This design comes from an exercise in tuning for small area on the open sky130 flow, not from production work.
At most, simulation tests tie the RTL to the original design; equivalence was not proved.
For runs 1 to 4, only the layout was checked, not whether the RTL still works.
Power and IR drop assume default switching activity.

===== flow/abc.script =====
strash
ifraig
scorr
dc2
strash
dch -f
map -D 4500
topo
buffer -c
upsize -c
dnsize -c

===== design.v =====
package vid_pkg;
    typedef enum logic [2:0] {
        cmd_idle      = 3'b000,
        cmd_write     = 3'b001,
        cmd_read_req  = 3'b010,
        cmd_read_data = 3'b011,
        cmd_addr      = 3'b100
    } cmd_t;
    localparam logic [31:0] addr_ctrl    = 32'h0000_0000;
    localparam logic [31:0] addr_h1      = 32'h0000_0028;  
    localparam logic [31:0] addr_h2      = 32'h0000_0030;  
    localparam logic [31:0] addr_v1      = 32'h0000_0038;  
    localparam logic [31:0] addr_v2      = 32'h0000_0040;  
    localparam logic [31:0] addr_base    = 32'h0000_0048;
    localparam logic [31:0] addr_lineinc = 32'h0000_0050;
    localparam int count_w      = 13;
    localparam int div_w        = 6;   
    localparam int ctrl_en_bit  = 3;
    localparam int ctrl_div_lsb = 4;   
    localparam int fifo_depth  = 12;  
    localparam int fifo_aw     = $clog2(fifo_depth);
    localparam int fifo_thresh = 12;
    typedef struct packed {
        logic [7:0] red;
        logic [7:0] green;
        logic [7:0] blue;
    } pixel_t;
    typedef struct packed {
        logic [5:0]         spare;
        logic [count_w-1:0] hi;
        logic [count_w-1:0] lo;
    } span_t;
    typedef struct packed {
        logic [7:0] spare;
        pixel_t     pix;
    } pix_word_t;
    typedef union packed {
        span_t     span;
        pix_word_t pixel;
    } bus_word_u;
    function automatic logic count_ge(input logic [count_w-1:0] a,
                                      input logic [count_w-1:0] b);
        logic r;
        r = 1'b1;
        for (int i = 0; i < count_w; i++) begin
            r = (a[i] & ~b[i]) | (a[i] & r) | (~b[i] & r);
        end
        count_ge = r;
    endfunction
endpackage
`timescale 1ns/1ps
module bus_decode (
    input  logic               clk,
    input  logic               reset_n,
    input  vid_pkg::cmd_t               cmd_in,
    input  logic [31:0]        addr_data_in,
    output logic               en,
    output logic [vid_pkg::div_w-1:0]   pix_div,
    output logic [vid_pkg::count_w-1:0] h_size,
    output logic [vid_pkg::count_w-1:0] h_end,
    output logic [vid_pkg::count_w-1:0] hs_start,
    output logic [vid_pkg::count_w-1:0] hs_end,
    output logic [vid_pkg::count_w-1:0] v_size,
    output logic [vid_pkg::count_w-1:0] v_end,
    output logic [vid_pkg::count_w-1:0] vs_start,
    output logic [vid_pkg::count_w-1:0] vs_end,
    output logic [31:0]        base_addr,
    output logic [31:0]        line_inc,
    output logic               rd_valid,
    output vid_pkg::pixel_t             rd_pixel
);
    localparam logic [2:0] sel_ctrl = 3'd0;
    localparam logic [2:0] sel_h1   = 3'd1;
    localparam logic [2:0] sel_h2   = 3'd2;
    localparam logic [2:0] sel_v1   = 3'd3;
    localparam logic [2:0] sel_v2   = 3'd4;
    localparam logic [2:0] sel_base = 3'd5;
    localparam logic [2:0] sel_linc = 3'd6;
    localparam logic [2:0] sel_none = 3'd7;
    logic [2:0] reg_sel;
    logic [2:0] addr_sel;
    vid_pkg::bus_word_u   word;
    always_comb begin
        case (addr_data_in)
            vid_pkg::addr_ctrl:    addr_sel = sel_ctrl;
            vid_pkg::addr_h1:      addr_sel = sel_h1;
            vid_pkg::addr_h2:      addr_sel = sel_h2;
            vid_pkg::addr_v1:      addr_sel = sel_v1;
            vid_pkg::addr_v2:      addr_sel = sel_v2;
            vid_pkg::addr_base:    addr_sel = sel_base;
            vid_pkg::addr_lineinc: addr_sel = sel_linc;
            default:               addr_sel = sel_none;
        endcase
    end
    always_ff @(posedge clk or negedge reset_n) begin
        if (!reset_n) begin
            reg_sel <= sel_ctrl;
        end else if (cmd_in == vid_pkg::cmd_addr) begin
            reg_sel <= addr_sel;
        end
    end
    logic        clr;
    logic        wr;
    logic [31:0] wdata;
    always_ff @(posedge clk or negedge reset_n) begin
        if (!reset_n) begin
            clr <= 1'b1;
        end else begin
            clr <= 1'b0;
        end
    end
    assign wr    = (cmd_in == vid_pkg::cmd_write);
    assign wdata = addr_data_in & {32{!clr}};
    assign word  = wdata;
    always_ff @(posedge clk or negedge reset_n) begin
        if (!reset_n) begin
            en        <= 1'b0;
            base_addr <= '0;
        end else if (wr) begin
            if (reg_sel == sel_ctrl) begin
                en <= addr_data_in[vid_pkg::ctrl_en_bit];
            end
            if (reg_sel == sel_base) begin
                base_addr <= addr_data_in;
            end
        end
    end
    always_ff @(posedge clk) begin
        if (wr && reg_sel == sel_ctrl) begin
            pix_div <= addr_data_in[vid_pkg::ctrl_div_lsb +: vid_pkg::div_w];
        end
        if ((wr && reg_sel == sel_h1) || clr) begin
            h_size <= word.span.hi;
            h_end  <= word.span.lo;
        end
        if ((wr && reg_sel == sel_h2) || clr) begin
            hs_start <= word.span.hi;
            hs_end   <= word.span.lo;
        end
        if ((wr && reg_sel == sel_v1) || clr) begin
            v_size <= word.span.hi;
            v_end  <= word.span.lo;
        end
        if ((wr && reg_sel == sel_v2) || clr) begin
            vs_start <= word.span.hi;
            vs_end   <= word.span.lo;
        end
        if ((wr && reg_sel == sel_linc) || clr) begin
            line_inc <= wdata;
        end
    end
    assign rd_valid = (cmd_in == vid_pkg::cmd_read_data);
    assign rd_pixel = addr_data_in[23:0];
endmodule
`timescale 1ns/1ps
module scan_timing (
    input  logic               clk,
    input  logic               reset_n,
    input  logic               en,
    input  logic [vid_pkg::div_w-1:0]   pix_div,
    input  logic [vid_pkg::count_w-1:0] h_size,
    input  logic [vid_pkg::count_w-1:0] h_end,
    input  logic [vid_pkg::count_w-1:0] hs_start,
    input  logic [vid_pkg::count_w-1:0] hs_end,
    input  logic [vid_pkg::count_w-1:0] v_size,
    input  logic [vid_pkg::count_w-1:0] v_end,
    input  logic [vid_pkg::count_w-1:0] vs_start,
    input  logic [vid_pkg::count_w-1:0] vs_end,
    input  logic               above_thresh,
    output logic               pix_tick,
    output logic               visible,
    output logic               hsync_i,
    output logic               vsync_i,
    output logic               hblank_i,
    output logic               vblank_i
);
    logic [vid_pkg::div_w-1:0]   div_cnt;
    logic               running;   
    logic [vid_pkg::count_w-1:0] h_cnt;
    logic [vid_pkg::count_w-1:0] v_cnt;
    assign pix_tick = running && (div_cnt == pix_div);
    always_ff @(posedge clk or negedge reset_n) begin
        if (!reset_n) begin
            running <= 1'b0;
        end else if (!en) begin
            running <= 1'b0;
        end else if (!running) begin
            running <= above_thresh;
        end
    end
    always_ff @(posedge clk) begin
        if (!en) begin
            div_cnt <= '0;
            h_cnt   <= '0;
            v_cnt   <= '0;
        end else if (!running) begin
        end else if (pix_tick) begin
            div_cnt <= '0;
            if (h_cnt == h_end) begin
                h_cnt <= '0;
                if (v_cnt == v_end) begin
                    v_cnt <= '0;  
                end else begin
                    v_cnt <= v_cnt + 1'b1;
                end
            end else begin
                h_cnt <= h_cnt + 1'b1;
            end
        end else begin
            div_cnt <= div_cnt + 1'b1;
        end
    end
    assign hsync_i  = vid_pkg::count_ge(h_cnt, hs_start) && !vid_pkg::count_ge(h_cnt, hs_end);
    assign vsync_i  = vid_pkg::count_ge(v_cnt, vs_start) && !vid_pkg::count_ge(v_cnt, vs_end);
    assign hblank_i = vid_pkg::count_ge(h_cnt, h_size);
    assign vblank_i = vid_pkg::count_ge(v_cnt, v_size);
    assign visible  = !hblank_i && !vblank_i;
endmodule
`timescale 1ns/1ps
module fetch_engine (
    input  logic               clk,
    input  logic               reset_n,
    input  logic               en,
    input  logic [31:0]        base_addr,
    input  logic [31:0]        line_inc,
    input  logic [vid_pkg::count_w-1:0] h_size,
    input  logic [vid_pkg::count_w-1:0] v_size,
    input  logic               above_thresh,
    input  logic               rd_valid,
    output logic               req,
    output logic [31:0]        req_addr
);
    logic [vid_pkg::count_w-1:0] word_cnt;
    logic [vid_pkg::count_w-1:0] line_cnt;
    logic [31:0]        line_start;
    logic               at_line_start;  
    logic [vid_pkg::count_w-1:0] word_nxt;
    logic [vid_pkg::count_w-1:0] line_nxt;
    logic               word_last;
    logic               line_last;
    logic [29:0]        addr_inc;
    logic               outstanding;  
    logic               issue;
    assign issue     = en && !outstanding && !above_thresh;
    assign word_nxt  = word_cnt + 1'b1;
    assign line_nxt  = line_cnt + 1'b1;
    assign word_last = (word_nxt == h_size);  
    assign line_last = (line_nxt == v_size);
    assign addr_inc  = req_addr[31:2] + 30'(issue);
    always_ff @(posedge clk or negedge reset_n) begin
        if (!reset_n) begin
            outstanding <= 1'b0;
        end else if (issue) begin
            outstanding <= 1'b1;
        end else if (rd_valid) begin
            outstanding <= 1'b0;
        end
    end
    always_ff @(posedge clk or negedge reset_n) begin
        if (!reset_n) begin
            req      <= 1'b0;
            req_addr <= '0;
        end else begin
            req <= issue;
            if (issue && at_line_start) begin
                req_addr <= line_start;
            end else begin
                req_addr <= {addr_inc, req_addr[1:0]};
            end
        end
    end
    always_ff @(posedge clk) begin
        if (!en) begin
            word_cnt      <= '0;
            line_cnt      <= '0;
            line_start    <= base_addr;
            at_line_start <= 1'b1;
        end else if (issue) begin
            if (word_last) begin
                word_cnt      <= '0;
                at_line_start <= 1'b1;
                if (line_last) begin
                    line_cnt   <= '0;  
                    line_start <= base_addr;
                end else begin
                    line_cnt   <= line_nxt;
                    line_start <= line_start + line_inc;
                end
            end else begin
                word_cnt      <= word_nxt;
                at_line_start <= 1'b0;
            end
        end
    end
endmodule
`timescale 1ns/1ps
module pixel_fifo (
    input  logic   clk,
    input  logic   reset_n,
    input  logic   en,
    input  logic   rd_valid,
    input  vid_pkg::pixel_t rd_pixel,
    input  logic   pop,
    input  logic   show,     
    output vid_pkg::pixel_t head,
    output logic   full,
    output logic   empty,
    output logic   above_thresh,
    output logic   underflow
);
    localparam int depth = vid_pkg::fifo_thresh;
    logic [23:0]      mem [depth];
    logic [5:0]       wr_j;     
    logic [5:0]       rd_j;
    logic [depth-1:0] wr_sel;
    logic [depth-1:0] rd_sel;
    logic             wr_wrap;
    logic             rd_wrap;
    logic             same;
    logic             wr_en;
    logic             rd_en;
    function automatic logic [11:0] jdec(input logic [5:0] j);
        logic [11:0] d;
        d[0] = !j[0] && !j[5];
        for (int k = 1; k < 6; k++) d[k] = j[k-1] && !j[k];
        d[6] = j[5] && j[0];
        for (int k = 7; k < 12; k++) d[k] = !j[k-7] && j[k-6];
        jdec = d;
    endfunction
    assign wr_sel = jdec(wr_j);
    assign rd_sel = jdec(rd_j);
    assign wr_en = en && rd_valid;
    assign rd_en = pop && !empty;  
    always_ff @(posedge clk) begin
        if (!en) begin
            wr_j    <= '0;
            rd_j    <= '0;
            wr_wrap <= 1'b0;
            rd_wrap <= 1'b0;
        end else begin
            if (wr_en) begin
                wr_j <= {wr_j[4:0], !wr_j[5]};
                if (wr_sel[depth-1]) wr_wrap <= !wr_wrap;
            end
            if (rd_en) begin
                rd_j <= {rd_j[4:0], !rd_j[5]};
                if (rd_sel[depth-1]) rd_wrap <= !rd_wrap;
            end
        end
    end
    always_ff @(posedge clk) begin
        for (int i = 0; i < depth; i++) begin
            if (wr_en && wr_sel[i]) begin
                mem[i] <= rd_pixel;
            end
        end
    end
    always_comb begin
        head = '0;
        for (int i = 0; i < depth; i++) begin
            head = head | ({24{rd_sel[i] && show}} & mem[i]);
        end
    end
    assign same         = (wr_j == rd_j);
    assign empty        = same && (wr_wrap == rd_wrap);
    assign full         = same && (wr_wrap != rd_wrap);
    assign above_thresh = full;
    always_ff @(posedge clk or negedge reset_n) begin
        if (!reset_n) begin
            underflow <= 1'b0;
        end else if (!en) begin
            underflow <= 1'b0;
        end else if (pop && empty) begin
            underflow <= 1'b1;  
        end
    end
endmodule
`timescale 1ns/1ps
module pixel_out (
    input  logic       clk,
    input  logic       reset_n,
    input  logic       pix_tick,
    input  logic       visible,
    input  logic       hsync_i,
    input  logic       vsync_i,
    input  logic       hblank_i,
    input  logic       vblank_i,
    input  vid_pkg::pixel_t     head,
    input  logic       empty,
    input  logic       underflow,
    output logic       pop,
    output logic       show,
    output logic       hsync,
    output logic       vsync,
    output logic       hblank,
    output logic       vblank,
    output logic [7:0] red,
    output logic [7:0] green,
    output logic [7:0] blue,
    output logic       underrun
);
    assign pop  = pix_tick && visible;
    assign show = visible && !empty;
    always_ff @(posedge clk or negedge reset_n) begin
        if (!reset_n) begin
            hsync  <= 1'b0;
            vsync  <= 1'b0;
            hblank <= 1'b0;
            vblank <= 1'b0;
            red    <= '0;
            green  <= '0;
            blue   <= '0;
        end else if (pix_tick) begin
            hsync  <= hsync_i;
            vsync  <= vsync_i;
            hblank <= hblank_i;
            vblank <= vblank_i;
            red   <= head.red;
            green <= head.green;
            blue  <= head.blue;
        end
    end
    always_ff @(posedge clk or negedge reset_n) begin
        if (!reset_n) begin
            underrun <= 1'b0;
        end else begin
            underrun <= underflow;
        end
    end
endmodule
`timescale 1ns/1ps
module video_ctrl (
    input  logic        clk,
    input  logic        reset_n,
    input  vid_pkg::cmd_t        cmd_in,
    input  logic [31:0] addr_data_in,
    output logic        req,
    output logic [31:0] req_addr,
    output logic        hsync,
    output logic        vsync,
    output logic        hblank,
    output logic        vblank,
    output logic [7:0]  red,
    output logic [7:0]  green,
    output logic [7:0]  blue,
    output logic        underrun
);
    logic               en;
    logic [vid_pkg::div_w-1:0]   pix_div;
    logic [vid_pkg::count_w-1:0] h_size;
    logic [vid_pkg::count_w-1:0] h_end;
    logic [vid_pkg::count_w-1:0] hs_start;
    logic [vid_pkg::count_w-1:0] hs_end;
    logic [vid_pkg::count_w-1:0] v_size;
    logic [vid_pkg::count_w-1:0] v_end;
    logic [vid_pkg::count_w-1:0] vs_start;
    logic [vid_pkg::count_w-1:0] vs_end;
    logic [31:0]        base_addr;
    logic [31:0]        line_inc;
    logic               rd_valid;
    vid_pkg::pixel_t             rd_pixel;
    vid_pkg::pixel_t             head;
    logic               empty;
    logic               above_thresh;
    logic               underflow;
    logic               pix_tick;
    logic               visible;
    logic               hsync_i;
    logic               vsync_i;
    logic               hblank_i;
    logic               vblank_i;
    logic               pop;
    logic               show;
    bus_decode bus_decode_inst (
        .clk          (clk),
        .reset_n      (reset_n),
        .cmd_in       (cmd_in),
        .addr_data_in (addr_data_in),
        .en           (en),
        .pix_div      (pix_div),
        .h_size       (h_size),
        .h_end        (h_end),
        .hs_start     (hs_start),
        .hs_end       (hs_end),
        .v_size       (v_size),
        .v_end        (v_end),
        .vs_start     (vs_start),
        .vs_end       (vs_end),
        .base_addr    (base_addr),
        .line_inc     (line_inc),
        .rd_valid     (rd_valid),
        .rd_pixel     (rd_pixel)
    );
    scan_timing scan_timing_inst (
        .clk          (clk),
        .reset_n      (reset_n),
        .en           (en),
        .pix_div      (pix_div),
        .h_size       (h_size),
        .h_end        (h_end),
        .hs_start     (hs_start),
        .hs_end       (hs_end),
        .v_size       (v_size),
        .v_end        (v_end),
        .vs_start     (vs_start),
        .vs_end       (vs_end),
        .above_thresh (above_thresh),
        .pix_tick     (pix_tick),
        .visible      (visible),
        .hsync_i      (hsync_i),
        .vsync_i      (vsync_i),
        .hblank_i     (hblank_i),
        .vblank_i     (vblank_i)
    );
    fetch_engine fetch_engine_inst (
        .clk          (clk),
        .reset_n      (reset_n),
        .en           (en),
        .base_addr    (base_addr),
        .line_inc     (line_inc),
        .h_size       (h_size),
        .v_size       (v_size),
        .above_thresh (above_thresh),
        .rd_valid     (rd_valid),
        .req          (req),
        .req_addr     (req_addr)
    );
    pixel_fifo pixel_fifo_inst (
        .clk          (clk),
        .reset_n      (reset_n),
        .en           (en),
        .rd_valid     (rd_valid),
        .rd_pixel     (rd_pixel),
        .pop          (pop),
        .show         (show),
        .head         (head),
        .full         (),
        .empty        (empty),
        .above_thresh (above_thresh),
        .underflow    (underflow)
    );
    pixel_out pixel_out_inst (
        .clk       (clk),
        .reset_n   (reset_n),
        .pix_tick  (pix_tick),
        .visible   (visible),
        .hsync_i   (hsync_i),
        .vsync_i   (vsync_i),
        .hblank_i  (hblank_i),
        .vblank_i  (vblank_i),
        .head      (head),
        .empty     (empty),
        .underflow (underflow),
        .pop       (pop),
        .show      (show),
        .hsync     (hsync),
        .vsync     (vsync),
        .hblank    (hblank),
        .vblank    (vblank),
        .red       (red),
        .green     (green),
        .blue      (blue),
        .underrun  (underrun)
    );
endmodule

===== config.mk =====
export PLATFORM = sky130hd
export DESIGN_NAME = video_ctrl
export DESIGN_NICKNAME = video_ctrl
export VERILOG_FILES = /design/flow/design.v
export SDC_FILE = /design/flow/constraint.sdc
export NUM_CORES = 4
export LEC_CHECK = 0
export CAP_MARGIN = 0
export CORE_MARGIN = 2
export CORE_UTILIZATION = 60
export PLACE_DENSITY = 0.85
export SLEW_MARGIN = 0

===== flow/run.sh =====
#!/bin/bash
# Standard ORFS layout with three changes: an area-oriented ABC mapping script,
# the smallest buffer on the I/O ports, and a clock tree with larger sink
# clusters and no dummy loads.
set -euo pipefail
S=$PWD/scripts_mod
rm -rf "$S"
cp -r "$FLOW_HOME/scripts" "$S"
cp flow/abc.script "$S/abc_speed.script"
bash standard.sh SCRIPTS_DIR="$S" \
  "BUFFER_PORTS_ARGS=-buffer_cell sky130_fd_sc_hd__buf_1" \
  "CTS_ARGS=-sink_clustering_enable -repair_clock_nets -dont_use_dummy_load -buf_list sky130_fd_sc_hd__clkbuf_8 -sink_clustering_size 20 -sink_clustering_max_diameter 40" \
  finish > standard.log 2>&1

===== standard.sh =====
#!/bin/bash
# synth_recipe.tcl (not shown) runs the flow's synth.tcl, then flattens the netlist and writes it again
# the make line also repeats each setting of config.mk as NAME=value (left out here)
make -C /OpenROAD-flow-scripts/flow DESIGN_CONFIG=/design/flow/config.mk WORK_HOME=/design/flow/orfs CLKGATE_MAP_FILE= SYNTH_SCRIPT=/design/flow/synth_recipe.tcl "${@:-finish}"

===== constraint.sdc =====
create_clock -name core_clock -period 5.0 [get_ports {clk}]
set_input_delay 1.0000 -clock core_clock [delete_from_list [all_inputs] [get_ports {clk}]]
set_output_delay 1.0000 -clock core_clock [all_outputs]
set_load 0.01 [all_outputs]

==> impl_metrics.csv, run 1 <==
group,metric,value,unit
power,clockPowerShare,28.5,%
worst_setup_path,critPathMaxStageDelay,0.41,ns
cts,holdBufCountCts,0,
power,internal_power,7.783,mW
logic_synthesis,synth_nets,2294,
floorplanning,dieArea,0.04585,sq mm
logic_synthesis,synth-edff-count,462,
power,p_seq_share,60.0,%
timing,setup_ws,0.3596,ns
floorplanning,initial_utilization,61.09,%
placed_design,place_congestion,0.8982,
worst_setup_path,startpoint_type,"flip-flop",
logic_synthesis,yosysUniqueCellTypes,61,
logic_synthesis,synth_adder_area_share,1.870,%
cts,clk_path_buf_depth,3,
power,p_per_area,364.9,mW/mm^2
worst_setup_path,cp-startpoint,"bus_decode_inst.line_inc[1]",
timing,finalWorstPathRequiredPeriod,4.640,ns
logic_synthesis,synth-compound-area-share,13.84,%
floorplanning,die_x,214.1,um
worst_setup_path,required,5.38,ns
routing,dr.pass1.iters,6,
cts,numCtsBuffers,75,
finish,fillers,3011,
logic_synthesis,synth-seq-cells,637,
worst_setup_path,end_kind,"flip-flop",
timing,worst_pin_slew,1.272,ns
status,status,"finished clean",
logic_synthesis,synth_ff_type,"edfxtp_1",
logic_synthesis,ys.warnings.count,6,
power,vdd_ir_drop_max,297.3,uV
logic_synthesis,async_flop_share,16.01,%
routing,postRouteAntennaNets,0,
power,swShare,26.43,%
logic_synthesis,ys_seq_area_share,67.52,%
routing,num_vias,19110,
worst_setup_path,cp_max_fo,3,
finish,syn2layout_area_growth,9.432,%
timing,finalCritPeriodShare,92.81,%
timing,setup_viol,0,
floorplanning,io-pin-count,99,
global_routing,grt_remaining_overflow,0,
routing,routed_wirelength,68.49,mm
floorplanning,fp-row-count,76,
power,p_leak,10.88,nW
routing,drt_iter0_drc,2585,
logic_synthesis,synth_xor_area_share,2.380,%
global_routing,grt_pass1_vias,18930,
placed_design,place_hpwl,44.23,mm
finish,antennaDiodeCount,0,
worst_setup_path,arrival,5.02,ns
timing,hold_viol_final,0,
worst_setup_path,crit_top_cell,"o21ai_1",
placed_design,portBuffers,98,
logic_synthesis,syn_inst,2218,
worst_hold_path,hp-class,"flip-flop to flip-flop",
floorplanning,core_area,0.04336,sq mm
finish,post-route-util,66.86,%
logic_synthesis,synth-simple-area-share,10.10,%
timing,finalClockSkew,0.09566,ns
worst_hold_path,min_from,"pixel_fifo_inst.underflow",
worst_setup_path,r2r-start,"bus_decode_inst.line_inc[1]",
global_routing,antenna_found_initial,4,
worst_setup_path,worstSetupPathType,"flip-flop to flip-flop",
logic_synthesis,synth_top_family_by_area,"compound AO/OA/AOI/OAI gates",
worst_setup_path,cpMaxStageDelayCell,"edfxtp_1",
cts,cts_max_level,3,
routing,via_per_inst,6.442,
floorplanning,die_y,214.1,um
finish,fin_cells,2966,
global_routing,globalRouteTotalUtil,29.50,%
timing,fin_hold_ws,0.3946,ns
cts,cts.sinks,637,
logic_synthesis,synth_area,0.02649,sq mm
cts,cts-root-buf,"clkbuf_8",
cts,tritoncts,"yes",
timing,max_freq,215.5,MHz
finish,nets,2459,
placed_design,dpl.cell_count,2889,
logic_synthesis,syn_area_per_cell,11.94,sq um
timing,slew_headroom,14.98,%
global_routing,grt_max_degree,65,
job,cap_violations,0,
global_routing,grt_pass1_wl,104.4,mm
finish,layout-drive-gt1-share,8.610,%
placed_design,pre_cts_slack,0.4402,ns
power,comb_power_share,11.5,%
cts,clock_latency,0.70,ns
routing,wl_per_cell,23.09,um
routing,drc,0,
logic_synthesis,yosys-mux-area-fraction,0.03778,%
cts,path_clk_slew,0.07,ns
timing,report.final.slew_viol_count,0,
power,p_sw,2.796,mW
## synth_stat cells (9+ instances only)
master / instances / area (sq um)
xor2_1: 52 / 455.4
a22oi_1: 90 / 675.7
xnor2_1: 20 / 175.2
a41oi_1: 19 / 166.4
nand4_1: 17 / 106.4
nor4_1: 17 / 106.4
nand2_1: 220 / 825.8
edfxtp_1: 462 / 13870
o22ai_1: 46 / 287.8
nor2_1: 238 / 893.4
inv_2: 10 / 37.54
dfxtp_1: 73 / 1461
nand3_1: 42 / 210.2
o21ai_0: 104 / 520.5
inv_1: 211 / 792.0
ha_1: 38 / 475.5
a211oi_1: 9 / 67.56
dfrtp_1: 101 / 2527
clkinv_1: 10 / 37.54
clkbuf_1: 57 / 214.0
nor3_1: 61 / 305.3
a31oi_1: 11 / 68.82
a221oi_1: 51 / 446.7
a21oi_1: 133 / 665.6
a22o_1: 15 / 131.4
## path summary, 6_finish.rpt
check / endpoint / slack [ns] / cells past startpoint
setup / recovery: fetch_engine_inst.line_start[31] / 0.36 / 29
hold / removal: pixel_out_inst.underrun / 0.39 / 0
setup reg to reg: fetch_engine_inst.line_start[31] / 0.36 / 29
hold reg to reg: pixel_out_inst.underrun / 0.39 / 0
max in group asynchronous: bus_decode_inst.base_addr[16] / 3.44 / 2
min in group asynchronous: pixel_out_inst.blue[2] / 0.49 / 1
## worst max-delay path, delay by kind of cell, from the launching register on
family	cells	cell delay [ns]
xor+xnor	1	0.16
buf+inv	3	0.22
fa+ha+maj	1	0.32
simple gates	10	0.96
flops	1	0.41
compound gates	14	2.31
## per-layer routing
| metal | track usage [%] | part of all wire, % |
|---|---|---|
| met5 | 0 | 0.039 |
| met4 | 15.74 | 5.6 |
| met1 | 37.48 | 36 |
| met2 | 47.80 | 47 |
| met3 | 6.496 | 12 |
## sequential cells by signal (all words and copies together), names as in the netlist, 32 cells and up
signal                        flops
fetch_engine_inst.req_addr       32
bus_decode_inst.line_inc         32
pixel_fifo_inst.mem             288
fetch_engine_inst.line_start     32
bus_decode_inst.base_addr        32
## layout by cell type (no fill, tap or decap), types with 8 or more instances in the layout
cell type	instances
a211oi_1	9
a21oi_1	133
a221oi_1	51
a22o_1	15
a22oi_1	90
a31oi_1	11
a41oi_1	19
buf_1	97
buf_4	53
clkbuf_8	75
clkinv_1	10
dfrtp_1	101
dfxtp_1	73
edfxtp_1	462
ha_1	38
inv_1	210
inv_2	10
nand2_1	220
nand3_1	42
nand4_1	17
nor2_1	233
nor3_1	40
nor3_2	21
nor3b_1	8
nor4_1	17
o21ai_0	100
o21ai_2	8
o22ai_1	46
xnor2_1	20
xor2_1	52
## logic make-up after synthesis
group                      count (synthesis)
AOI/OAI and AO/OA                        544
buffers and inverters                    296
adders and majority gates                 39
other                                      1
muxes                                      1
and+or+nand+nor                          628
xor gates and xnor gates                  72
DFF                                      637
## power by group through the flow
stage	clock network, mW	logic (mW)	registers [mW]
3_3_place_gp	0	1.14	6.42
6_report	3.01	1.22	6.35
3_5_place_dp	0	1.19	6.44
5_1_grt	3.18	1.34	6.38
2_1_floorplan	0	0.672	6.44
4_1_cts	3.01	1.20	6.34
## metrics by stage
stage               cell area, sq um   TNS, ns  power [mW]
floorplan                      26490         0       7.114
global route                   28990  -0.05780       10.90
detailed placement             27920         0       7.631
global placement               27920         0       7.564
finish                         28990         0       10.58
CTS                            28950         0       10.55
## final cells by class
class                           instances  area (sq um)  area share, %
Tap cell                              585         732.0          2.525
Sequential cell                       637         17890          61.70
Clock buffer                           75          1032          3.561
Multi-Input combinational cell       1285          7657          26.41
Timing Repair Buffer                  153         809.5          2.792
Inverter                              231         870.8          3.004
## what timing repair did
item | 4_1_cts | 5_1_grt
resized for setup | 0 | 6
setup endpoints to repair | 0 | 5
setup buffers | 0 | 2
==> run 2, diff against run 1 <==
--- a/config.mk
+++ b/config.mk
@@ -7,6 +7,5 @@
 export LEC_CHECK = 0
 export CAP_MARGIN = 0
 export CORE_MARGIN = 2
-export CORE_UTILIZATION = 60
-export PLACE_DENSITY = 0.85
+export CORE_UTILIZATION = 70
 export SLEW_MARGIN = 0
==> impl_metrics.csv, run 2 <==
group,metric,value,unit
floorplanning,io-pin-count,99,
routing,wl_per_cell,23.25,um
logic_synthesis,synth-simple-area-share,10.10,%
timing,report.final.slew_viol_count,0,
worst_setup_path,end_kind,"flip-flop",
timing,finalClockSkew,0.05944,ns
timing,slew_headroom,25.38,%
timing,rsz0062_at_grt,"no",
status,status,"finished clean",
worst_setup_path,worstSetupPathType,"flip-flop to flip-flop",
job,cap_violations,0,
power,p_per_area,362.5,mW/mm^2
power,clockPowerShare,28.0,%
logic_synthesis,async_flop_share,16.01,%
timing,final.setup.tns,0,ns
cts,cts-root-buf,"clkbuf_8",
finish,layout-drive-gt1-share,8.770,%
worst_setup_path,cp_num_buf_inv,6,
logic_synthesis,synth_nets,2294,
finish,largest-register,"pixel_fifo_inst.mem",
finish,layout_common_cells,"462 x edfxtp_1, 232 x nor2_1, 220 x nand2_1",
placed_design,portBuffers,98,
timing,finalCritPeriodShare,92.73,%
logic_synthesis,synth_ff_type,"edfxtp_1",
logic_synthesis,yosys.cell_count.top_type,"edfxtp_1",
routing,postRouteAntennaNets,0,
global_routing,grt_remaining_overflow,0,
placed_design,place_hpwl,43.46,mm
timing,finalWorstPathRequiredPeriod,4.637,ns
finish,nets,2461,
power,p_seq_share,60.4,%
logic_synthesis,synth-seq-cells,637,
worst_setup_path,rr_worst_depth,33,
floorplanning,dieArea,0.03942,sq mm
power,swShare,26.10,%
cts,cts.sinks,637,
logic_synthesis,synth_area_leaders,"edfxtp_1 52%, dfrtp_1 9.5%, dfxtp_1 5.5%, nor2_1 3.4%, nand2_1 3.1%",
logic_synthesis,ys.warnings.count,6,
floorplanning,core_area,0.03749,sq mm
logic_synthesis,synth_top_family_by_area,"compound AO/OA/AOI/OAI gates",
logic_synthesis,yosysUniqueCellTypes,61,
logic_synthesis,synth-edff-count,462,
logic_synthesis,synth_xor_area_share,2.380,%
finish,largest_register_ffs,288,
worst_setup_path,startpoint_type,"flip-flop",
logic_synthesis,ys_seq_area_share,67.52,%
timing,hold_viol_final,0,
routing,drc,0,
placed_design,place_congestion,0.9431,
worst_setup_path,cp_top_family,"compound AO/OA/AOI/OAI gates",
power,comb_power_share,11.6,%
power,vdd_ir_drop_max,291.2,uV
worst_setup_path,critPathMaxStageDelay,0.41,ns
logic_synthesis,synth_top_area_cell,"edfxtp_1",
logic_synthesis,yosysTopAreaCellShare,52.37,%
cts,postCtsSetupRepairBufs,0,
logic_synthesis,synth_area,0.02649,sq mm
floorplanning,initial_utilization,70.67,%
power,internal_power,7.739,mW
worst_hold_path,hp-class,"primary input to asynchronous set/reset pin",
power,p_sw,2.734,mW
worst_setup_path,cp_max_fo,2,
logic_synthesis,syn_inst,2218,
worst_setup_path,cpMaxStageDelayCell,"edfxtp_1",
logic_synthesis,syn_area_per_cell,11.94,sq um
power,p_leak,10.89,nW
global_routing,grt_pass1_wl,101.2,mm
global_routing,grt_max_degree,49,
floorplanning,die_x,198.5,um
logic_synthesis,yosys-top-cells-count,"462 x edfxtp_1, 238 x nor2_1, 220 x nand2_1, 211 x inv_1, 133 x a21oi_1",
routing,routed_wirelength,67.31,mm
cts,tritoncts,"yes",
cts,numCtsBuffers,72,
global_routing,grt_pass1_vias,18020,
finish,syn2layout_area_growth,9.045,%
timing,setup_ws,0.3634,ns
cts,cts_max_level,3,
worst_setup_path,arrival,4.96,ns
timing,max_freq,215.7,MHz
worst_setup_path,crit_top_cell,"a31oi_4",
timing,worst_pin_slew,1.115,ns
global_routing,globalRouteTotalUtil,34.79,%
global_routing,antenna_found_initial,2,
worst_setup_path,required,5.32,ns
cts,clk_path_buf_depth,3,
cts,path_clk_slew,0.10,ns
routing,dr.pass1.iters,6,
routing,num_vias,18560,
logic_synthesis,synth-compound-area-share,13.84,%
finish,final_common_cell,"edfxtp_1",
routing,via_per_inst,6.412,
routing,drt_iter0_drc,1854,
cts,clock_latency,0.64,ns
placed_design,pre_cts_slack,0.4252,ns
logic_synthesis,synth_adder_area_share,1.870,%
timing,setup_viol,0,
worst_setup_path,path_depth,33,
floorplanning,fp-row-count,71,
logic_synthesis,yosys-mux-area-fraction,0.03778,%
floorplanning,die_y,198.5,um
-- run 2: metal layers --
layer	vias to the layer above	global-route usage, %	part of all wire, %
li1	8374	-	-
met1	8910	46.69	39
met2	1069	55.50	47
met3	211	6.138	9.6
met4	0	17.63	4.9
met5	-	0	0
-- run 2: kinds of logic (layout without fill, tap and decap cells) --
group | count (synthesis) | after routing
compound gates | 544 | 544
xor+xnor | 72 | 72
fa+ha+maj | 39 | 39
buf+inv | 296 | 461
flops | 637 | 637
mux | 1 | 1
other cells | 1 | 2
simple gates | 628 | 628
-- run 2: repair_timing --
action | 4_1_cts | 5_1_grt
hold buffers | 0 | 0
gates resized for setup | 0 | 6
endpoints found under the setup margin | 0 | 5
-- run 2: through the flow --
stage	cell area (sq um)	utilization, %	std cells	hold slack [ns]	total power, mW
finish	28890	77.06	2895	0.3907	10.47
CTS	28860	76.99	2894	0.3387	10.48
global placement	27870	74.35	2822	0.4086	7.571
floorplan	26490	-	2218	0.3541	7.114
detailed placement	27870	74.35	2822	0.4066	7.632
global route	28890	77.05	2894	0.3572	10.86
-- run 2: worst reg2reg max path: cells and delay by family, from the launching register on --
kind | cells | cell delay (ns)
AOI/OAI and AO/OA | 15 | 2.14
xor gates and xnor gates | 1 | 0.21
and+or+nand+nor | 9 | 0.69
DFF | 1 | 0.41
buffers and inverters | 6 | 0.44
adders and majority gates | 2 | 0.45
-- run 2: layout make-up --
cell class / instances / area [sq um]
Sequential cell: 637 / 17890
Inverter: 231 / 867.1
Multi-Input combinational cell: 1285 / 7652
Tap cell: 511 / 639.4
Clock buffer: 72 / 991.0
Antenna cell: 1 / 2.502
Timing Repair Buffer: 158 / 847.1
Fill cell: 2402 / 8601
-- run 2: final timing paths --
path	to	start	slack [ns]
max in group asynchronous	fetch_engine_inst.req_addr[30]	reset_n	3.54
worst min register to register	pixel_out_inst.underrun	pixel_fifo_inst.underflow	0.45
worst max-delay path	fetch_engine_inst.line_start[30]	fetch_engine_inst.line_start[0]	0.36
worst max register to register	fetch_engine_inst.line_start[30]	fetch_engine_inst.line_start[0]	0.36
worst min-delay path	pixel_out_inst.green[0]	reset_n	0.39
min in group core_clock	pixel_out_inst.underrun	pixel_fifo_inst.underflow	0.45
-- run 2: power groups by stage --
stage	sequential [mW]	combinational (mW)	clock [mW]
after global placement	6.41	1.16	0
final	6.33	1.21	2.93
after floorplan	6.44	0.672	0
after CTS	6.32	1.20	2.96
after global routing	6.37	1.35	3.14
after detailed placement	6.43	1.20	0
==> run 3, diff against run 2 <==
--- a/flow/run.sh
+++ b/flow/run.sh
@@ -9,5 +9,5 @@
 cp flow/abc.script "$S/abc_speed.script"
 bash standard.sh SCRIPTS_DIR="$S" \
   "BUFFER_PORTS_ARGS=-buffer_cell sky130_fd_sc_hd__buf_1" \
-  "CTS_ARGS=-sink_clustering_enable -repair_clock_nets -dont_use_dummy_load -buf_list sky130_fd_sc_hd__clkbuf_8 -sink_clustering_size 20 -sink_clustering_max_diameter 40" \
+  "CTS_ARGS=-sink_clustering_enable -repair_clock_nets -dont_use_dummy_load -buf_list sky130_fd_sc_hd__clkbuf_8 -sink_clustering_size 18 -sink_clustering_max_diameter 50" \
   finish > standard.log 2>&1
--- a/config.mk
+++ b/config.mk
@@ -7,5 +7,5 @@
 export LEC_CHECK = 0
 export CAP_MARGIN = 0
 export CORE_MARGIN = 2
-export CORE_UTILIZATION = 70
+export CORE_UTILIZATION = 60
 export SLEW_MARGIN = 0
==> impl_metrics.csv, run 3 <==
group,metric,value,unit
placed_design,pre_cts_slack,0.4172,ns
routing,wl_per_cell,23.39,um
cts,holdBufCountCts,0,
cts,cts-root-buf,"clkbuf_8",
finish,nets,2438,
power,p_sw,2.690,mW
worst_setup_path,cpMaxStageDelayCell,"edfxtp_1",
floorplanning,initial_utilization,61.09,%
global_routing,grt_remaining_overflow,0,
floorplanning,die_y,214.1,um
power,p_seq_share,62.7,%
placed_design,place_hpwl,44.05,mm
routing,num_vias,18020,
logic_synthesis,syn_area_per_cell,11.94,sq um
power,vdd_ir_drop_max,285.7,uV
logic_synthesis,synth-edff-count,462,
logic_synthesis,synth_area_leaders,"edfxtp_1 52%, dfrtp_1 9.5%, dfxtp_1 5.5%, nor2_1 3.4%, nand2_1 3.1%",
floorplanning,fp-row-count,76,
power,p_per_area,351.2,mW/mm^2
floorplanning,dieArea,0.04585,sq mm
worst_setup_path,cp_top_family,"compound AO/OA/AOI/OAI gates",
floorplanning,io-pin-count,99,
power,p_leak,10.74,nW
timing,max_freq,223.3,MHz
worst_hold_path,hp-class,"flip-flop to flip-flop",
timing,report.final.slew_viol_count,0,
finish,largest_register_ffs,288,
timing,finalCritPeriodShare,89.57,%
global_routing,met2_usage,49.76,%
logic_synthesis,async_flop_share,16.01,%
cts,cts_max_level,2,
routing,via_per_inst,6.116,
global_routing,grt_pass1_wl,104.8,mm
worst_setup_path,cp_num_buf_inv,6,
timing,rsz0062_at_grt,"yes",
timing,slew_headroom,21.18,%
worst_setup_path,critPathMaxStageDelay,0.41,ns
cts,path_clk_slew,0.11,ns
finish,fin_cells,2946,
global_routing,globalRouteTotalUtil,30.14,%
timing,setup_viol,0,
logic_synthesis,yosysUniqueCellTypes,61,
logic_synthesis,synth_nets,2294,
logic_synthesis,yosys-top-cells-count,"462 x edfxtp_1, 238 x nor2_1, 220 x nand2_1, 211 x inv_1, 133 x a21oi_1",
finish,largest-register,"pixel_fifo_inst.mem",
finish,final_common_cell,"edfxtp_1",
routing,postRouteAntennaNets,0,
timing,finalWorstPathRequiredPeriod,4.479,ns
cts,numCtsBuffers,53,
global_routing,grt_pass1_vias,17630,
placed_design,dpl.cell_count,2892,
cts,cts_resized,0,
worst_setup_path,arrival,4.85,ns
floorplanning,die_x,214.1,um
worst_setup_path,required,5.37,ns
routing,drt_iter0_drc,1933,
finish,syn2layout_area_growth,8.407,%
job,cap_violations,0,
placed_design,portBuffers,98,
power,comb_power_share,12.0,%
cts,tritoncts,"yes",
cts,clock_latency,0.69,ns
worst_setup_path,startpoint_type,"flip-flop",
global_routing,antenna_found_initial,0,
worst_setup_path,crit_top_cell,"a31oi_4",
routing,routed_wirelength,68.89,mm
placed_design,place_congestion,0.8847,
global_routing,grt_max_degree,59,
logic_synthesis,ys.warnings.count,6,
logic_synthesis,synth-seq-cells,637,
finish,post-route-util,66.23,%
logic_synthesis,synth_top_area_cell,"edfxtp_1",
global_routing,grt_util_met1,41.54,%
timing,finalClockSkew,0.06761,ns
logic_synthesis,yosysTopAreaCellShare,52.37,%
global_routing,grt.met3_usage,4.014,%
routing,drc,0,
timing,setup_ws,0.5215,ns
power,power,10.09,mW
logic_synthesis,syn_inst,2218,
worst_setup_path,end_kind,"flip-flop",
power,swShare,26.67,%
routing,dr.pass1.iters,6,
timing,hold_viol_final,0,
cts,postCtsSetupRepairBufs,0,
cts,cts.sinks,637,
timing,worst_pin_slew,1.178,ns
cts,clk_path_buf_depth,3,
finish,layout_common_cells,"462 x edfxtp_1, 232 x nor2_1, 220 x nand2_1",
worst_setup_path,worstSetupPathType,"flip-flop to flip-flop",
logic_synthesis,yosys.cell_count.top_type,"edfxtp_1",
worst_setup_path,cp_max_fo,2,
power,internal_power,7.396,mW
logic_synthesis,synth_ff_type,"edfxtp_1",
finish,layout-drive-gt1-share,7.881,%
status,status,"finished clean",
logic_synthesis,ys_seq_area_share,67.52,%
floorplanning,core_area,0.04336,sq mm
logic_synthesis,synth_area,0.02649,sq mm
power,clockPowerShare,25.3,%
global_routing,busiest_layer,"met2",
[run 3: cell counts after synthesis]
No cell type changed its count.
[run 3: worst register-to-register path: cells and delay by family, from the launching register on]
family,cells,cell delay (ns)
compound gates,15,2.09
xor+xnor,1,0.19
flops,1,0.41
simple gates,9,0.64
buf+inv,6,0.41
fa+ha+maj,2,0.44
[run 3: power groups by stage]
stage / logic (mW) / clock network, mW / registers [mW]
6_report: 1.21 / 2.55 / 6.32
5_1_grt: 1.36 / 2.77 / 6.36
4_1_cts: 1.21 / 2.61 / 6.31
3_5_place_dp: 1.21 / 0 / 6.43
3_3_place_gp: 1.18 / 0 / 6.42
2_1_floorplan: 0.672 / 0 / 6.44
[run 3: cell families (layout without fill, tap and decap cells)]
group | count (synthesis) | in the layout | share of synthesized area [%]
simple gates | 628 | 628 | 10.10
fa+ha+maj | 39 | 39 | 1.870
buf+inv | 296 | 438 | 4.227
mux | 1 | 1 | 0.03779
compound gates | 544 | 544 | 13.84
xor+xnor | 72 | 72 | 2.380
flops | 637 | 637 | 67.52
other cells | 1 | 2 | 0.01416
[run 3: area by class of cell]
cell class	instances	area, sq um
fill	3326	14640
multi-input combinational	1285	7670
clock buffer	53	729.5
sequential	637	17890
timing repair buffer	154	829.5
antenna	1	2.502
inverter	231	867.1
tap	585	732.0
[run 3: final timing paths]
check	cells past startpoint	slack, ns	to	start
max	33	0.52	fetch_engine_inst.line_start[30]	fetch_engine_inst.line_start[0]
min	0	0.46	pixel_out_inst.underrun	pixel_fifo_inst.underflow
max reg2reg	33	0.52	fetch_engine_inst.line_start[30]	fetch_engine_inst.line_start[0]
min reg2reg	0	0.46	pixel_out_inst.underrun	pixel_fifo_inst.underflow
max in group asynchronous	2	3.35	bus_decode_inst.base_addr[10]	reset_n
min in group asynchronous	1	0.53	pixel_out_inst.hsync	reset_n
[run 3: layer usage]
layer	routed length, um	vias up
li1	-	8323
met3	5167	150
met2	33040	752
met5	0	-
met4	2346	0
met1	28340	8792
[run 3: metrics by stage]
step            TNS, ns  hold WS, ns  cell area (sq um)
6_report              0       0.4573              28720
4_1_cts               0       0.4514              28680
3_5_place_dp          0       0.4341              27950
5_1_grt        -0.04819       0.4436              28720
3_3_place_gp          0       0.4155              27950
2_1_floorplan         0       0.3541              26490
==> run 4, diff against run 3 <==
--- a/flow/run.sh
+++ b/flow/run.sh
@@ -9,5 +9,5 @@
 cp flow/abc.script "$S/abc_speed.script"
 bash standard.sh SCRIPTS_DIR="$S" \
   "BUFFER_PORTS_ARGS=-buffer_cell sky130_fd_sc_hd__buf_1" \
-  "CTS_ARGS=-sink_clustering_enable -repair_clock_nets -dont_use_dummy_load -buf_list sky130_fd_sc_hd__clkbuf_8 -sink_clustering_size 18 -sink_clustering_max_diameter 50" \
+  "CTS_ARGS=-sink_clustering_enable -repair_clock_nets -dont_use_dummy_load -buf_list {sky130_fd_sc_hd__clkbuf_8 sky130_fd_sc_hd__clkbuf_16} -sink_clustering_size 20 -sink_clustering_max_diameter 50" \
   finish > standard.log 2>&1
==> impl_metrics.csv, run 4 <==
group,metric,value,unit
worst_setup_path,required,5.30,ns
cts,tritoncts,"yes",
floorplanning,die_y,214.1,um
logic_synthesis,yosys.cell_count.top_type,"edfxtp_1",
floorplanning,dieArea,0.04585,sq mm
worst_setup_path,crit_top_cell,"o21ai_1",
worst_setup_path,arrival,4.85,ns
finish,post-route-util,67.54,%
status,status,"finished clean",
global_routing,grt_pass1_vias,17680,
logic_synthesis,synth-seq-cells,637,
finish,final_cell_area,0.02929,sq mm
floorplanning,die_x,214.1,um
floorplanning,fp-row-count,76,
floorplanning,initial_utilization,61.09,%
cts,cts-root-buf,"clkbuf_16",
worst_setup_path,startpoint_type,"flip-flop",
logic_synthesis,yosys-top-cells-count,"462 x edfxtp_1, 238 x nor2_1, 220 x nand2_1, 211 x inv_1, 133 x a21oi_1",
global_routing,grt_max_degree,59,
logic_synthesis,synth_nets,2294,
worst_hold_path,hp-class,"flip-flop to flip-flop",
placed_design,place_area,0.02795,sq mm
finish,fillers,3232,
routing,drc,0,
timing,worst_pin_slew,1.196,ns
timing,finalWorstPathRequiredPeriod,4.548,ns
logic_synthesis,ys.warnings.count,6,
worst_setup_path,cp_max_fo,3,
worst_setup_path,end_kind,"flip-flop",
cts,clk_path_buf_depth,3,
worst_setup_path,r2r-end,"fetch_engine_inst.line_start[29]",
worst_setup_path,cp_num_buf_inv,4,
global_routing,antenna_found_initial,0,
worst_hold_path,hold_end,"pixel_out_inst.underrun",
cts,postCtsSetupRepairBufs,0,
routing,dr.pass1.iters,6,
worst_setup_path,rr_worst_depth,28,
worst_setup_path,rrSetupSlack,0.45,ns
worst_setup_path,cp_top_family,"compound AO/OA/AOI/OAI gates",
timing,report.final.slew_viol_count,0,
timing,setup_ws,0.4516,ns
logic_synthesis,yosysTopAreaCellShare,52.37,%
timing,slew_headroom,19.95,%
routing,via_per_inst,6.137,
logic_synthesis,synth-edff-count,462,
placed_design,pre_cts_slack,0.4172,ns
cts,cts_max_level,2,
finish,largest-register,"pixel_fifo_inst.mem",
floorplanning,core_area,0.04336,sq mm
logic_synthesis,synth_top_area_cell,"edfxtp_1",
cts,clock_latency,0.62,ns
finish,layout_common_cells,"462 x edfxtp_1, 232 x nor2_1, 220 x nand2_1",
global_routing,grt_remaining_overflow,0,
power,power,11.10,mW
placed_design,portBuffers,98,
logic_synthesis,synth_ff_type,"edfxtp_1",
finish,syn2layout_area_growth,10.56,%
global_routing,globalRouteTotalUtil,30.22,%
worst_hold_path,min_from,"pixel_fifo_inst.underflow",
timing,setup_viol,0,
worst_setup_path,critPathMaxStageDelay,0.42,ns
logic_synthesis,synth_area,0.02649,sq mm
logic_synthesis,syn_area_per_cell,11.94,sq um
worst_setup_path,cp-startpoint,"fetch_engine_inst.line_start[2]",
finish,nets,2437,
logic_synthesis,ys_seq_area_share,67.52,%
worst_hold_path,min_path_cells,0,
job,cap_violations,0,
logic_synthesis,async_flop_share,16.01,%
logic_synthesis,yosysUniqueCellTypes,61,
cts,numCtsBuffers,52,
routing,wl_per_cell,23.59,um
cts,cts.sinks,637,
finish,layout-drive-gt1-share,7.842,%
placed_design,dpl.cell_count,2892,
timing,hold_viol_final,0,
timing,max_freq,219.9,MHz
finish,largest_register_ffs,288,
timing,finalClockSkew,0.05710,ns
finish,final_common_cell,"edfxtp_1",
worst_setup_path,r2r-start,"fetch_engine_inst.line_start[2]",
power,p_per_area,379.1,mW/mm^2
power,vdd_ir_drop_max,333.4,uV
logic_synthesis,synth_area_leaders,"edfxtp_1 52%, dfrtp_1 9.5%, dfxtp_1 5.5%, nor2_1 3.4%, nand2_1 3.1%",
logic_synthesis,syn_inst,2218,
power,p_leak,11.00,nW
finish,fin_cells,2944,
finish,antennaDiodeCount,0,
routing,num_vias,18070,
cts,path_clk_slew,0.07,ns
routing,drt_iter0_drc,1876,
placed_design,place_congestion,0.8847,
routing,routed_wirelength,69.46,mm
routing,postRouteAntennaNets,0,
timing,finalCritPeriodShare,90.97,%
worst_setup_path,worstSetupPathType,"flip-flop to flip-flop",
global_routing,grt_pass1_wl,105.0,mm
floorplanning,io-pin-count,99,
placed_design,place_hpwl,44.05,mm
worst_setup_path,cpMaxStageDelayCell,"edfxtp_1",
run 4: cell counts after synthesis:
No cell type changed its count.
run 4: logic make-up after synthesis:
kind of cell | Yosys count | synth area share [%]
mux | 1 | 0.03779
simple gates | 628 | 10.10
xor+xnor | 72 | 2.380
other cells | 1 | 0.01416
fa+ha+maj | 39 | 1.870
buf+inv | 296 | 4.227
compound gates | 544 | 13.84
flops | 637 | 67.52
run 4: metrics by stage:
step,setup TNS [ns],hold WS (ns)
after floorplan,0,0.3541
after global placement,0,0.4155
after detailed placement,0,0.4341
after CTS,0,0.4455
after global routing,-0.001834,0.4403
final,0,0.4512
run 4: cell type report:
type / instances / area [sq um] / share of cell area, %
Multi-Input combinational cell: 1285 / 7670 / 26.19
Inverter: 231 / 867.1 / 2.961
Timing Repair Buffer: 154 / 829.5 / 2.832
Tap cell: 585 / 732.0 / 2.499
Sequential cell: 637 / 17890 / 61.08
Clock buffer: 52 / 1301 / 4.443
run 4: where the power goes:
group          switching (mW)  leakage, nW  total, mW  internal, mW
logic                   0.799         4.11       1.22         0.417
clock network            1.74        0.641       3.56          1.82
registers               0.284         6.25       6.32          6.04
run 4: how the worst max path moves through the flow:
stage	end	slack, ns	cells past startpoint
4_1_cts	fetch_engine_inst.req_addr[30]	0.39	26
5_1_grt	fetch_engine_inst.req_addr[30]	-0.002	26
6_report	fetch_engine_inst.line_start[29]	0.45	28
3_5_place_dp	pixel_out_inst.green[0]	0.42	24
2_1_floorplan	fetch_engine_inst.line_start[30]	0.90	33
3_3_place_gp	pixel_out_inst.green[4]	0.60	24
run 4: worst register-to-register path, delay by kind of cell, from the launching register on:
family,cells,cell delay [ns]
AO/OA/AOI/OAI,14,2.20
AND/OR/NAND/NOR,8,0.80
flip-flops,1,0.42
adder cells (fa/ha/maj),1,0.34
buffers and inverters,4,0.30
XOR/XNOR,1,0.16
run 4: timing repair:
item | CTS | global route
endpoints found under the setup margin | 0 | 24
hold buffers | 0 | 0
resized for setup | 0 | 9
run 4: metal layers:
| metal | part of all wire (%) | track usage [%] | vias to the layer above |
|---|---|---|---|
| met2 | 48 | 50.40 | 746 |
| met3 | 7.3 | 4.071 | 135 |
| met5 | 0 | 0 | - |
| met4 | 3.1 | 10.32 | 0 |
| met1 | 41 | 41.32 | 8848 |
| li1 | - | - | 8338 |
==> run 5, diff against run 4 <==
--- a/design.v
+++ b/design.v
@@ -189,11 +189,10 @@
         end
     end
     always_ff @(posedge clk) begin
-        if (!en) begin
+        if (!en || !running) begin
             div_cnt <= '0;
             h_cnt   <= '0;
             v_cnt   <= '0;
-        end else if (!running) begin
         end else if (pix_tick) begin
             div_cnt <= '0;
             if (h_cnt == h_end) begin
@@ -355,11 +354,14 @@
             end
         end
     end
+    logic [11:0] rs;
+    logic [23:0] grp [4];
+    assign rs = rd_sel & {12{show}};
     always_comb begin
-        head = '0;
-        for (int i = 0; i < depth; i++) begin
-            head = head | ({24{rd_sel[i] && show}} & mem[i]);
+        for (int g = 0; g < 4; g++) begin
+            grp[g] = ({24{rs[3*g]}} & mem[3*g]) | ({24{rs[3*g+1]}} & mem[3*g+1]) | ({24{rs[3*g+2]}} & mem[3*g+2]);
         end
+        head = grp[0] | grp[1] | grp[2] | grp[3];
     end
     assign same         = (wr_j == rd_j);
     assign empty        = same && (wr_wrap == rd_wrap);
--- a/flow/run.sh
+++ b/flow/run.sh
@@ -9,5 +9,5 @@
 cp flow/abc.script "$S/abc_speed.script"
 bash standard.sh SCRIPTS_DIR="$S" \
   "BUFFER_PORTS_ARGS=-buffer_cell sky130_fd_sc_hd__buf_1" \
-  "CTS_ARGS=-sink_clustering_enable -repair_clock_nets -dont_use_dummy_load -buf_list {sky130_fd_sc_hd__clkbuf_8 sky130_fd_sc_hd__clkbuf_16} -sink_clustering_size 20 -sink_clustering_max_diameter 50" \
+  "CTS_ARGS=-sink_clustering_enable -repair_clock_nets -dont_use_dummy_load -buf_list sky130_fd_sc_hd__clkbuf_8 -sink_clustering_size 16 -sink_clustering_max_diameter 100" \
   finish > standard.log 2>&1
--- a/config.mk
+++ b/config.mk
@@ -5,7 +5,7 @@
 export SDC_FILE = /design/flow/constraint.sdc
 export NUM_CORES = 4
 export LEC_CHECK = 0
-export CAP_MARGIN = 0
+export CAP_MARGIN = 20
 export CORE_MARGIN = 2
 export CORE_UTILIZATION = 60
-export SLEW_MARGIN = 0
+export SLEW_MARGIN = 20
==> impl_metrics.csv, run 5 <==
group,metric,value,unit
status,status,"finished clean",
timing,finalCritPeriodShare,89.59,%
floorplanning,initial_utilization,61.19,%
finish,final_cell_area,0.02860,sq mm
job,cap_violations,0,
floorplanning,fp-row-count,76,
worst_setup_path,r2r-start,"pixel_fifo_inst.rd_j[5]",
routing,drt_iter0_drc,1733,
worst_setup_path,cp_max_fo,6,
cts,tritoncts,"yes",
worst_setup_path,arrival,5.05,ns
placed_design,place_congestion,0.8562,
logic_synthesis,syn_area_per_cell,11.98,sq um
logic_synthesis,async_flop_share,16.01,%
routing,dr.pass1.iters,6,
global_routing,grt_remaining_overflow,0,
logic_synthesis,synth_area_leaders,"edfxtp_1 52%, dfrtp_1 9.5%, dfxtp_1 5.5%, nor2_1 3.5%, inv_1 3.0%",
power,p_leak,10.55,nW
timing,hold_viol_final,0,
placed_design,portBuffers,98,
finish,seq_area,0.01789,sq mm
finish,fillers,3280,
routing,drc,0,
finish,largest_register_ffs,288,
logic_synthesis,yosys.cell_count.top_type,"edfxtp_1",
logic_synthesis,ys.warnings.count,7,
logic_synthesis,syn_inst,2209,
finish,post-route-util,66.11,%
finish,final_common_cell,"edfxtp_1",
cts,clock_latency,0.68,ns
floorplanning,dieArea,0.04582,sq mm
routing,num_vias,17980,
floorplanning,die_y,214.1,um
routing,postRouteAntennaNets,0,
finish,multiInputGateArea,0.007620,sq mm
placed_design,pre_cts_slack,0.2124,ns
logic_synthesis,synth_area,0.02647,sq mm
placed_design,place_area,0.02794,sq mm
worst_hold_path,hp-class,"primary input to asynchronous set/reset pin",
placed_design,place_hpwl,43.89,mm
timing,setup_ws,0.5204,ns
timing,finalClockSkew,0.05167,ns
logic_synthesis,yosysUniqueCellTypes,69,
worst_setup_path,required,5.57,ns
logic_synthesis,synth_top_area_cell,"edfxtp_1",
placed_design,dpl.cell_count,2885,
cts,cts_max_level,2,
logic_synthesis,synth-edff-count,462,
timing,slew_headroom,27.46,%
finish,nets,2423,
cts,path_clk_slew,0.10,ns
logic_synthesis,yosysTopAreaCellShare,52.41,%
routing,routed_wirelength,68.07,mm
cts,clk_path_buf_depth,3,
cts,numCtsBuffers,45,
global_routing,antenna_found_initial,2,
finish,largest-register,"pixel_fifo_inst.mem",
cts,holdBufCountCts,0,
floorplanning,core_area,0.04327,sq mm
power,p_per_area,345.3,mW/mm^2
logic_synthesis,synth-seq-cells,637,
finish,layout-drive-gt1-share,8.742,%
timing,finalWorstPathRequiredPeriod,4.480,ns
timing,report.final.slew_viol_count,0,
logic_synthesis,ys_seq_area_share,67.57,%
cts,cts-root-buf,"clkbuf_8",
global_routing,grt_pass1_wl,103.7,mm
finish,antennaDiodeCount,0,
worst_setup_path,end_kind,"flip-flop",
global_routing,globalRouteTotalUtil,29.87,%
logic_synthesis,synth_ff_type,"edfxtp_1",
worst_setup_path,startpoint_type,"flip-flop",
finish,syn2layout_area_growth,8.054,%
timing,max_freq,223.2,MHz
cts,cts.sinks,637,
worst_setup_path,worstSetupPathType,"flip-flop to flip-flop",
logic_synthesis,synth_nets,2285,
finish,fin_cells,2930,
logic_synthesis,yosys-top-cells-count,"462 x edfxtp_1, 249 x nor2_1, 209 x inv_1, 188 x nand2_1, 142 x a21oi_1",
timing,setup_viol,0,
finish,layout_common_cells,"462 x edfxtp_1, 241 x nor2_1, 208 x inv_1",
routing,via_per_inst,6.137,
floorplanning,io-pin-count,99,
global_routing,grt_max_degree,50,
global_routing,grt_pass1_vias,17280,
worst_setup_path,cp-startpoint,"pixel_fifo_inst.rd_j[5]",
routing,wl_per_cell,23.23,um
timing,worst_pin_slew,1.087,ns
floorplanning,die_x,214.1,um
power,vdd_ir_drop_max,275.2,uV
==> run 5: changes by cell type after synthesis, sizes merged, moves of 12 or more <==
| cell | change |
|---|---|
| nand2 | -35 |
| a221oi | +22 |
| inv | +22 |
| a22oi | -20 |
| a21oi | +13 |
| nor2 | +12 |
==> run 5: metrics by stage <==
| step | power (mW) | hold WS [ns] | TNS, ns |
|---|---|---|---|
| 2_1_floorplan | 7.111 | 0.3537 | 0 |
| 3_3_place_gp | 7.554 | 0.3598 | 0 |
| 3_5_place_dp | 7.596 | 0.4001 | 0 |
| 4_1_cts | 9.891 | 0.3163 | 0 |
| 5_1_grt | 10.27 | 0.3614 | -0.04287 |
| 6_report | 9.876 | 0.3291 | 0 |
==> run 5: final timing paths <==
kind,to,slack (ns),cells past startpoint
worst min register to register,pixel_out_inst.underrun,0.43,0
max in group asynchronous,pixel_out_inst.red[7],3.62,2
worst max register to register,fetch_engine_inst.req_addr[30],0.52,26
min in group core_clock,pixel_out_inst.underrun,0.43,0
worst max-delay path,fetch_engine_inst.req_addr[30],0.52,26
worst min-delay path,fetch_engine_inst.req,0.33,1
==> run 5: power breakdown <==
part           internal (mW)  switching, mW
clock network          0.810           1.56
logic                  0.395          0.753
registers               6.06          0.290
total                   7.27           2.61
==> run 5: area by class of cell <==
cell class | instances | area share, %
Timing Repair Buffer | 151 | 2.821
Multi-Input combinational cell | 1262 | 26.64
Sequential cell | 637 | 62.54
Inverter | 250 | 3.281
Clock buffer | 45 | 2.165
Tap cell | 585 | 2.559
==> run 5: timing repair <==
action | 4_1_cts | 5_1_grt
gates resized for setup | 0 | 7
buffers inserted | 0 | 0
setup endpoints to repair | 0 | 5
hold endpoints to repair | 0 | 0
==> run 5: worst max-delay path: stages (launching register included) <==
cell	delay, ns
dfxtp_1	0.48
xor2_1	0.19
a221oi_1	0.07
o221ai_1	0.09
a2111oi_0	0.15
nand2_1	0.13
nand3_1	0.24
inv_2	0.13
ha_1	0.19
ha_1	0.21
nand4_1	0.14
nor2_1	0.17
nand2_1	0.07
nor2_1	0.15
nand3_1	0.20
nor4_4	0.26
nand2_1	0.16
nor4_4	0.20
nand3_1	0.12
inv_2	0.08
nand2_1	0.05
nor2_1	0.15
nand4_1	0.19
nor3_2	0.20
nand2_1	0.09
xor2_1	0.14
a21oi_1	0.12
==> run 5: metal layers <==
layer  routed length, um  track usage (%)
met5                  25                0
met2               32130            47.64
met3                4797            3.617
met1               29080            43.30
met4                2042            9.861
==> run 5: logic make-up after synthesis <==
kind of cell,share of synthesized area (%)
buffers and inverters,4.396
AO/OA/AOI/OAI,14.33
other,0.01417
flip-flops,67.57
AND/OR/NAND/NOR,9.533
XOR/XNOR,2.283
adder cells (fa/ha/maj),1.872
==> run 6, diff against run 5 <==
==> flow/abc.script (replaced) <==
strash
ifraig
scorr
dc2
resub -K 6
rewrite -z
resub -K 8
refactor -z
resub -K 10
rewrite -z
dc2
strash
dch -f
map -D 4500
topo
buffer -c
upsize -c
dnsize -c
--- a/config.mk
+++ b/config.mk
@@ -5,7 +5,7 @@
 export SDC_FILE = /design/flow/constraint.sdc
 export NUM_CORES = 4
 export LEC_CHECK = 0
-export CAP_MARGIN = 20
+export CAP_MARGIN = 0
 export CORE_MARGIN = 2
 export CORE_UTILIZATION = 60
-export SLEW_MARGIN = 20
+export SLEW_MARGIN = 0
==> impl_metrics.csv, run 6 <==
group,metric,value,unit
logic_synthesis,yosys.cell_count.top_type,"edfxtp_1",
logic_synthesis,synth_top_area_cell,"edfxtp_1",
finish,antennaDiodeCount,0,
placed_design,place_area,0.02776,sq mm
status,violations,"negative setup slack",
logic_synthesis,synth_nets,2299,
placed_design,place_hpwl,43.00,mm
finish,layout-drive-gt1-share,9.301,%
worst_setup_path,end_kind,"flip-flop",
worst_setup_path,rrSetupSlack,-0.05,ns
power,p_leak,10.77,nW
finish,largest_register_ffs,288,
logic_synthesis,ys_seq_area_share,67.94,%
global_routing,globalRouteTotalUtil,30.29,%
logic_synthesis,yosys-top-cells-count,"462 x edfxtp_1, 256 x nor2_1, 250 x nand2_1, 219 x inv_1, 126 x a21oi_1",
cts,tritoncts,"yes",
worst_setup_path,rr_worst_depth,38,
cts,clk_path_buf_depth,3,
routing,num_vias,18130,
worst_setup_path,crit_top_cell,"a21oi_2",
global_routing,grt_max_degree,68,
global_routing,antenna_found_initial,1,
logic_synthesis,yosysTopAreaCellShare,52.69,%
finish,final_common_cell,"edfxtp_1",
finish,fin_cells,2961,
finish,seq_area,0.01790,sq mm
routing,routed_wirelength,67.86,mm
status,status,"finished with violations",
logic_synthesis,synth_ff_type,"edfxtp_1",
cts,numCtsBuffers,45,
worst_setup_path,critPathMaxStageDelay,0.39,ns
power,p_per_area,333.9,mW/mm^2
floorplanning,io-pin-count,99,
cts,cts_max_level,2,
worst_setup_path,path_depth,38,
routing,drc,0,
floorplanning,fp-row-count,76,
logic_synthesis,ys.warnings.count,7,
routing,via_per_inst,6.122,
cts,clock_latency,0.69,ns
worst_setup_path,r2r-start,"bus_decode_inst.line_inc[0]",
timing,max_freq,197.8,MHz
floorplanning,dieArea,0.04557,sq mm
finish,multiInputGateArea,0.007577,sq mm
job,cap_violations,0,
timing,finalClockSkew,0.08257,ns
routing,dr.pass1.iters,6,
floorplanning,die_x,213.5,um
floorplanning,core_area,0.04317,sq mm
finish,fillers,3298,
logic_synthesis,syn_inst,2223,
logic_synthesis,synth-seq-cells,637,
timing,hold_viol_final,0,
timing,slew_headroom,21.53,%
routing,postRouteAntennaNets,0,
finish,syn2layout_area_growth,8.810,%
global_routing,grt_pass1_wl,102.1,mm
worst_setup_path,startpoint_type,"flip-flop",
worst_setup_path,r2r-end,"fetch_engine_inst.line_start[30]",
timing,finalCritPeriodShare,101.1,%
routing,drt_iter0_drc,2013,
placed_design,place_congestion,0.8492,
timing,report.final.slew_viol_count,0,
finish,final_cell_area,0.02865,sq mm
worst_setup_path,arrival,5.40,ns
global_routing,grt_remaining_overflow,0,
cts,path_clk_slew,0.10,ns
timing,setup_viol,1,
finish,layout_common_cells,"462 x edfxtp_1, 247 x nand2_1, 227 x nor2_1",
routing,wl_per_cell,22.92,um
worst_hold_path,hp-class,"primary input to asynchronous set/reset pin",
placed_design,dpl.cell_count,2898,
logic_synthesis,synth_area_leaders,"edfxtp_1 53%, dfrtp_1 9.6%, dfxtp_1 5.6%, nor2_1 3.6%, nand2_1 3.6%",
worst_setup_path,cp_max_fo,3,
worst_setup_path,cpMaxStageDelayCell,"edfxtp_1",
timing,worst_pin_slew,1.173,ns
logic_synthesis,syn_area_per_cell,11.84,sq um
worst_setup_path,cp_num_buf_inv,5,
floorplanning,initial_utilization,60.99,%
finish,nets,2454,
cts,cts.sinks,637,
worst_setup_path,required,5.35,ns
timing,finalWorstPathRequiredPeriod,5.055,ns
timing,setup_ws,-0.05467,ns
placed_design,portBuffers,98,
global_routing,grt_pass1_vias,17390,
floorplanning,die_y,213.5,um
worst_setup_path,worstSetupPathType,"flip-flop to flip-flop",
power,vdd_ir_drop_max,269.6,uV
logic_synthesis,async_flop_share,16.01,%
timing,final.setup.tns,-0.05467,ns
logic_synthesis,synth_area,0.02633,sq mm
finish,largest-register,"pixel_fifo_inst.mem",
logic_synthesis,yosysUniqueCellTypes,63,
cts,cts-root-buf,"clkbuf_8",
timing,rsz0062_at_grt,"yes",
worst_setup_path,cp_top_family,"compound AO/OA/AOI/OAI gates",
logic_synthesis,synth-edff-count,462,
run 6: cell types whose count changed in the layout (fill, tap and decap cells not counted), sizes merged, moves of 10 or more:
cell | previous run | this run
nand2 | 189 | 252
inv | 242 | 224
nor3 | 62 | 45
a22oi | 70 | 80
buf | 150 | 168
xor2 | 50 | 32
a21oi | 148 | 131
run 6: power breakdown:
part           internal (mW)  switching, mW
registers               5.98          0.248
clock network          0.809           1.57
logic                  0.332          0.620
total                   7.12           2.44
run 6: worst register-to-register path, delay by kind of cell (launching register included):
kind	cells	cell delay, ns
adder cells (fa/ha/maj)	2	0.42
AO/OA/AOI/OAI	17	2.43
XOR/XNOR	1	0.19
flip-flops	1	0.39
buffers and inverters	5	0.37
AND/OR/NAND/NOR	13	0.91
run 6: layout make-up:
cell class | count | share of cell area [%]
Inverter | 238 | 3.118
Timing Repair Buffer | 169 | 3.245
Sequential cell | 637 | 62.47
Clock buffer | 45 | 2.162
Multi-Input combinational cell | 1287 | 26.45
Tap cell | 585 | 2.555
run 6: metal layers:
layer / global-route usage, % / vias to the layer above / wire length [um] / part of all wire [%]
met5: 0 / - / 13 / 0.019
met4: 11.88 / 2 / 2490 / 3.7
met3: 4.218 / 157 / 4874 / 7.2
met2: 48.95 / 748 / 31650 / 47
met1: 42.17 / 8864 / 28830 / 42
li1: - / 8355 / - / -
run 6: logic make-up after synthesis:
logic type / synth area share, %
XOR/XNOR: 1.497
AND/OR/NAND/NOR: 10.23
adder cells (fa/ha/maj): 1.920
AO/OA/AOI/OAI: 14.14
other: 0.01424
buffers and inverters: 4.263
flip-flops: 67.94
run 6: worst max-delay path by stage:
stage,from,endpoint
2_1_floorplan,fetch_engine_inst.line_start[0],fetch_engine_inst.line_start[30]
5_1_grt,fetch_engine_inst.line_start[0],fetch_engine_inst.line_start[30]
3_3_place_gp,fetch_engine_inst.line_start[0],fetch_engine_inst.line_start[30]
4_1_cts,bus_decode_inst.line_inc[0],fetch_engine_inst.line_start[30]
3_5_place_dp,fetch_engine_inst.line_start[0],fetch_engine_inst.line_start[30]
6_report,bus_decode_inst.line_inc[0],fetch_engine_inst.line_start[30]
run 6: metrics by stage:
step	setup slack, ns	hold slack (ns)	power [mW]	util, %
after global routing	-0.4084	0.1355	9.938	66.36
after global placement	0.1461	0.3685	7.234	64.29
after detailed placement	0.01376	0.3802	7.266	64.29
after CTS	0.02334	0.1224	9.578	65.93
final	-0.05467	0.1533	9.565	66.36
after floorplan	0.5861	0.3541	6.848	-
run 6: timing repair:
action                                  4_1_cts  5_1_grt
setup buffers                                 9        9
hold buffers                                  0        0
pin swaps                                     7       18
endpoints found under the setup margin        1        9
gates resized for setup                       5       34

[port drivers added, routing unchanged]
Ports are ideal in the flow. The routed layouts listed here were re-timed in OpenROAD. Step 1, drivers: a clkbuf_16 drives clk and a buf_2 each remaining input, both assumed. Step 2 also shifts input and output timing later by t, the mid clock arrival at the registers, as if the neighbouring blocks saw the same clock. a / b / c = no drivers / after step 1 / after step 2; a / b = the first two.
run | t (ns) | slack for setup (ns)
run 1 | 0.695 | 0.360 / 0.360 / 0.360
run 2 | 0.678 | 0.363 / 0.363 / 0.363
run 3 | 0.718 | 0.521 / 0.521 / 0.521
run 4 | 0.656 | 0.452 / 0.452 / 0.452
run 5 | 0.708 | 0.520 / 0.520 / 0.520
run 6 | 0.708 | -0.055 / -0.055 / -0.055
